What follows belongs to an exercise in optimizing a design on an open flow for small area, a short achievable clock period and few clock cycles per item; a production flow would make more cautious choices.
The RTL was checked by simulation tests, not by an equivalence proof against the original design.

==> flow/design.v <==
`default_nettype none
package mem_pkg;
  localparam int MEM_DATA_W = 16;
  localparam int MEM_ADDR_W = 16;
  localparam int MEM_WAIT_W = 4;
  typedef enum logic [1:0] {
    IDLE = 2'd0,
    WAIT = 2'd1,
    RESP = 2'd2
  } mem_state_t;
endpackage
`default_nettype wire
`default_nettype none
module mem_array (
  input  logic                           clk,
  input  logic [15:0]                    i_whi,
  input  logic                           i_inr,
  input  logic [15:0]                    i_hi,
  input  logic [15:0]                    i_lo,
  input  logic [mem_pkg::MEM_DATA_W-1:0] i_wdata,
  output logic [mem_pkg::MEM_DATA_W-1:0] o_rdata
);
  localparam int c_w = mem_pkg::MEM_DATA_W;
  logic [c_w-1:0] r_mem [256];
  logic [15:0]    w_whi_n;
  logic [15:0]    w_lo_n;
  logic [255:0]   w_wsel;
  logic [255:0]   w_rsel_n;
  genvar b, g;
  generate
    for (g = 0; g < 16; g++) begin : g_pre
      assign w_whi_n[g] = ~i_whi[g];
      assign w_lo_n[g]  = ~i_lo[g];
    end
    for (g = 0; g < 256; g++) begin : g_row
      mem_nor2  u_w (.a(w_whi_n[g/16]), .b(w_lo_n[g%16]), .y(w_wsel[g]));
      mem_nand2 u_r (.a(i_hi[g/16]),    .b(i_lo[g%16]),   .y(w_rsel_n[g]));
    end
  endgenerate
  always_ff @(posedge clk) begin
    for (int i = 0; i < 256; i++) begin
      if (w_wsel[i]) begin
        r_mem[i] <= i_wdata;
      end
    end
  end
  logic [7:0] r_zero [c_w];
  logic       r_inr;
  generate
    for (b = 0; b < c_w; b++) begin : g_bit
      logic [127:0] w_l1;
      logic [7:0]   w_l3;
      logic [1:0]   w_l4;
      for (g = 0; g < 128; g++) begin : g_l1
        mem_oai22 u_g (
          .a1(r_mem[2*g][b]),   .a2(w_rsel_n[2*g]),
          .b1(r_mem[2*g+1][b]), .b2(w_rsel_n[2*g+1]),
          .y (w_l1[g])
        );
      end
      for (g = 0; g < 8; g++) begin : g_l3
        mem_or16n u_g (.i_a(w_l1[16*g +: 16]), .o_y(w_l3[g]));
      end
      always_ff @(posedge clk) begin
        r_zero[b] <= w_l3;
      end
      for (g = 0; g < 2; g++) begin : g_l4
        mem_nor4 u_g (.a(r_zero[b][4*g]), .b(r_zero[b][4*g+1]),
                      .c(r_zero[b][4*g+2]), .d(r_zero[b][4*g+3]), .y(w_l4[g]));
      end
      mem_and3 u_l5 (.a(w_l4[0]), .b(w_l4[1]), .c(r_inr), .y(o_rdata[b]));
    end
  endgenerate
  always_ff @(posedge clk) begin
    r_inr <= i_inr;
  end
endmodule
module mem_nor2 (
  input  logic a, b,
  output logic y
);
  assign y = ~(a | b);
endmodule
module mem_nand2 (
  input  logic a, b,
  output logic y
);
  assign y = ~(a & b);
endmodule
module mem_oai22 (
  input  logic a1, a2, b1, b2,
  output logic y
);
  assign y = ~((a1 | a2) & (b1 | b2));
endmodule
module mem_or16n (
  input  logic [15:0] i_a,
  output logic        o_y
);
  logic [3:0] w_n;
  always_comb begin
    for (int i = 0; i < 4; i++) begin
      w_n[i] = ~(i_a[4*i] | i_a[4*i+1] | i_a[4*i+2] | i_a[4*i+3]);
    end
  end
  assign o_y = ~(&w_n);
endmodule
module mem_nor4 (
  input  logic a, b, c, d,
  output logic y
);
  assign y = ~(a | b | c | d);
endmodule
module mem_and3 (
  input  logic a, b, c,
  output logic y
);
  assign y = a & b & c;
endmodule
`default_nettype wire
`default_nettype none
module mem_responder
#(
  parameter int DEPTH       = 256,
  parameter int WAIT_CYCLES = 1
) (
  input  logic                           clk,
  input  logic                           rst,
  input  logic                           req_valid,
  output logic                           req_ready,
  input  logic                           write_enable,
  input  logic [mem_pkg::MEM_ADDR_W-1:0] addr,
  input  logic [mem_pkg::MEM_DATA_W-1:0] data_in,
  output logic [mem_pkg::MEM_DATA_W-1:0] mem_data_out,
  output logic                           resp_valid,
  output logic                           err
);
  logic                           w_oor;
  logic [15:0]                    w_hi;
  logic [15:0]                    w_lo;
  logic [mem_pkg::MEM_DATA_W-1:0] w_rdata;
  logic                           r_valid0;
  logic [15:0]                    r_whi0;
  logic                           r_err0;
  logic                           r_inr0;
  logic [15:0]                    r_hi0;
  logic [15:0]                    r_lo0;
  logic [mem_pkg::MEM_DATA_W-1:0] r_data0;
  logic                           r_valid1;
  logic                           r_err1;
  logic                           r_valid2;
  logic                           r_err2;
  logic [mem_pkg::MEM_DATA_W-1:0] r_rdata2;
  assign w_oor = |addr[mem_pkg::MEM_ADDR_W-1:8];
  always_comb begin
    w_hi = '0;
    w_lo = '0;
    w_hi[addr[7:4]] = 1'b1;
    w_lo[addr[3:0]] = 1'b1;
  end
  assign req_ready = 1'b1;
  always_ff @(posedge clk or posedge rst) begin
    if (rst) begin
      r_valid0 <= 1'b0;
      r_whi0   <= '0;
      r_err0   <= 1'b0;
      r_valid1 <= 1'b0;
      r_err1   <= 1'b0;
      r_valid2 <= 1'b0;
      r_err2   <= 1'b0;
    end else begin
      r_valid0 <= req_valid;
      r_whi0   <= w_hi & {16{req_valid & write_enable & ~w_oor}};
      r_err0   <= req_valid & w_oor;
      r_valid1 <= r_valid0;
      r_err1   <= r_err0;
      r_valid2 <= r_valid1;
      r_err2   <= r_err1;
    end
  end
  always_ff @(posedge clk) begin
    r_inr0   <= ~w_oor;
    r_hi0    <= w_hi;
    r_lo0    <= w_lo;
    r_data0  <= data_in;
    r_rdata2 <= w_rdata;
  end
  assign resp_valid   = r_valid2;
  assign err          = r_err2;
  assign mem_data_out = r_rdata2;
  mem_array u_mem_array (
    .clk    (clk),
    .i_whi  (r_whi0),
    .i_inr  (r_inr0),
    .i_hi   (r_hi0),
    .i_lo   (r_lo0),
    .i_wdata(r_data0),
    .o_rdata(w_rdata)
  );
endmodule
`default_nettype wire
Settings: LEC_CHECK=0, CAP_MARGIN=20, CORE_MARGIN=2, CORE_UTILIZATION=60, CTS_CLUSTER_DIAMETER=60, CTS_CLUSTER_SIZE=30, PLACE_DENSITY=0.7, SETUP_SLACK_MARGIN=3.3, SLEW_MARGIN=20, SYNTH_HIERARCHICAL=1, SYNTH_MINIMUM_KEEP_SIZE=0; clock period 6.0 ns.
run.sh (not shown) runs the stock make flow with config.mk's settings and CLKGATE_MAP_FILE= SYNTH_SCRIPT=/design/flow/synth_recipe.tcl, a recipe that flattens the netlist after the stock synthesis.
Testbench counts at the start, summed over its fixed seeds: cycles 16,024, items 16,000.
Then changed:
--- a/flow/design.v
+++ b/flow/design.v
@@ -18,4 +18,5 @@
   input  logic [15:0]                    i_hi,
   input  logic [15:0]                    i_lo,
+  input  logic [15:0]                    i_wlo,
   input  logic [mem_pkg::MEM_DATA_W-1:0] i_wdata,
   output logic [mem_pkg::MEM_DATA_W-1:0] o_rdata
@@ -31,5 +32,5 @@
     for (g = 0; g < 16; g++) begin : g_pre
       assign w_whi_n[g] = ~i_whi[g];
-      assign w_lo_n[g]  = ~i_lo[g];
+      assign w_lo_n[g]  = ~i_wlo[g];
     end
     for (g = 0; g < 256; g++) begin : g_row
@@ -45,11 +46,12 @@
     end
   end
-  logic [7:0] r_zero [c_w];
+  logic [7:0] r_none [c_w];
   logic       r_inr;
   generate
     for (b = 0; b < c_w; b++) begin : g_bit
       logic [127:0] w_l1;
-      logic [7:0]   w_l3;
-      logic [1:0]   w_l4;
+      logic [63:0]  w_l2;
+      logic [15:0]  w_l3;
+      logic [7:0]   w_l4;
       for (g = 0; g < 128; g++) begin : g_l1
         mem_oai22 u_g (
@@ -59,15 +61,18 @@
         );
       end
-      for (g = 0; g < 8; g++) begin : g_l3
-        mem_or16n u_g (.i_a(w_l1[16*g +: 16]), .o_y(w_l3[g]));
+      for (g = 0; g < 64; g++) begin : g_l2
+        mem_nor2 u_g (.a(w_l1[2*g]), .b(w_l1[2*g+1]), .y(w_l2[g]));
+      end
+      for (g = 0; g < 16; g++) begin : g_l3
+        mem_nand4 u_g (.a(w_l2[4*g]), .b(w_l2[4*g+1]), .c(w_l2[4*g+2]),
+                       .d(w_l2[4*g+3]), .y(w_l3[g]));
+      end
+      for (g = 0; g < 8; g++) begin : g_l4
+        mem_nor2 u_g (.a(w_l3[2*g]), .b(w_l3[2*g+1]), .y(w_l4[g]));
       end
       always_ff @(posedge clk) begin
-        r_zero[b] <= w_l3;
+        r_none[b] <= w_l4;
       end
-      for (g = 0; g < 2; g++) begin : g_l4
-        mem_nor4 u_g (.a(r_zero[b][4*g]), .b(r_zero[b][4*g+1]),
-                      .c(r_zero[b][4*g+2]), .d(r_zero[b][4*g+3]), .y(w_l4[g]));
-      end
-      mem_and3 u_l5 (.a(w_l4[0]), .b(w_l4[1]), .c(r_inr), .y(o_rdata[b]));
+      assign o_rdata[b] = (&r_none[b]) & r_inr;
     end
   endgenerate
@@ -94,27 +99,9 @@
   assign y = ~((a1 | a2) & (b1 | b2));
 endmodule
-module mem_or16n (
-  input  logic [15:0] i_a,
-  output logic        o_y
-);
-  logic [3:0] w_n;
-  always_comb begin
-    for (int i = 0; i < 4; i++) begin
-      w_n[i] = ~(i_a[4*i] | i_a[4*i+1] | i_a[4*i+2] | i_a[4*i+3]);
-    end
-  end
-  assign o_y = ~(&w_n);
-endmodule
-module mem_nor4 (
+module mem_nand4 (
   input  logic a, b, c, d,
   output logic y
 );
-  assign y = ~(a | b | c | d);
-endmodule
-module mem_and3 (
-  input  logic a, b, c,
-  output logic y
-);
-  assign y = a & b & c;
+  assign y = ~(a & b & c & d);
 endmodule
 `default_nettype wire
@@ -146,4 +133,5 @@
   logic [15:0]                    r_hi0;
   logic [15:0]                    r_lo0;
+  logic [15:0]                    r_wlo0;
   logic [mem_pkg::MEM_DATA_W-1:0] r_data0;
   logic                           r_valid1;
@@ -183,4 +171,5 @@
     r_hi0    <= w_hi;
     r_lo0    <= w_lo;
+    r_wlo0   <= w_lo;
     r_data0  <= data_in;
     r_rdata2 <= w_rdata;
@@ -195,4 +184,5 @@
     .i_hi   (r_hi0),
     .i_lo   (r_lo0),
+    .i_wlo  (r_wlo0),
     .i_wdata(r_data0),
     .o_rdata(w_rdata)
Outcome:
- via count rises by 4.0%
- hold slack gains 0.016 ns
- fmax drops by 0.40%
- synthesized area increases by 1.2%
- count of clock-buffer cells in the layout is higher by 6
- design area rose by 0.72%
- setup slack is worse by 0.011 ns
- non-clock buffer count goes up by 7
Testbench counts after the change, summed over its fixed seeds: cycles 16,024, items 16,000.

==> port drivers added, routing unchanged <==
In the flow no input, the clock included, has a driving cell. The finished layouts below were timed again as built, in two steps.
Step 1: set_driving_cell puts a clkbuf_16 on clk and a buf_2 on each other input, an assumption about the parent block.
Step 2, shift: input delay + t, output delay - t, t = (earliest + latest rising clock arrival at the registers) / 2. This alone moves slack from input paths to output paths.
Slacks: no drivers / after step 1 / after step 2; pairs: no drivers / after step 1.
run	t (ns)	setup slack, ns	worst setup path at the end	latest minus earliest clock arrival (ns)	worst data-port slew with drivers (ns)
the first run	0.999	3.147 / 3.147 / 2.533	input to register	0.056 / 0.056	0.26
the second run	1.000	3.135 / 3.135 / 2.676	input to register	0.050 / 0.050	0.18
After both steps every run listed still meets setup and hold. For the first run, which loses most, drivers alone change the setup slack by 0.000 ns; drivers and shift together by -0.614 ns.
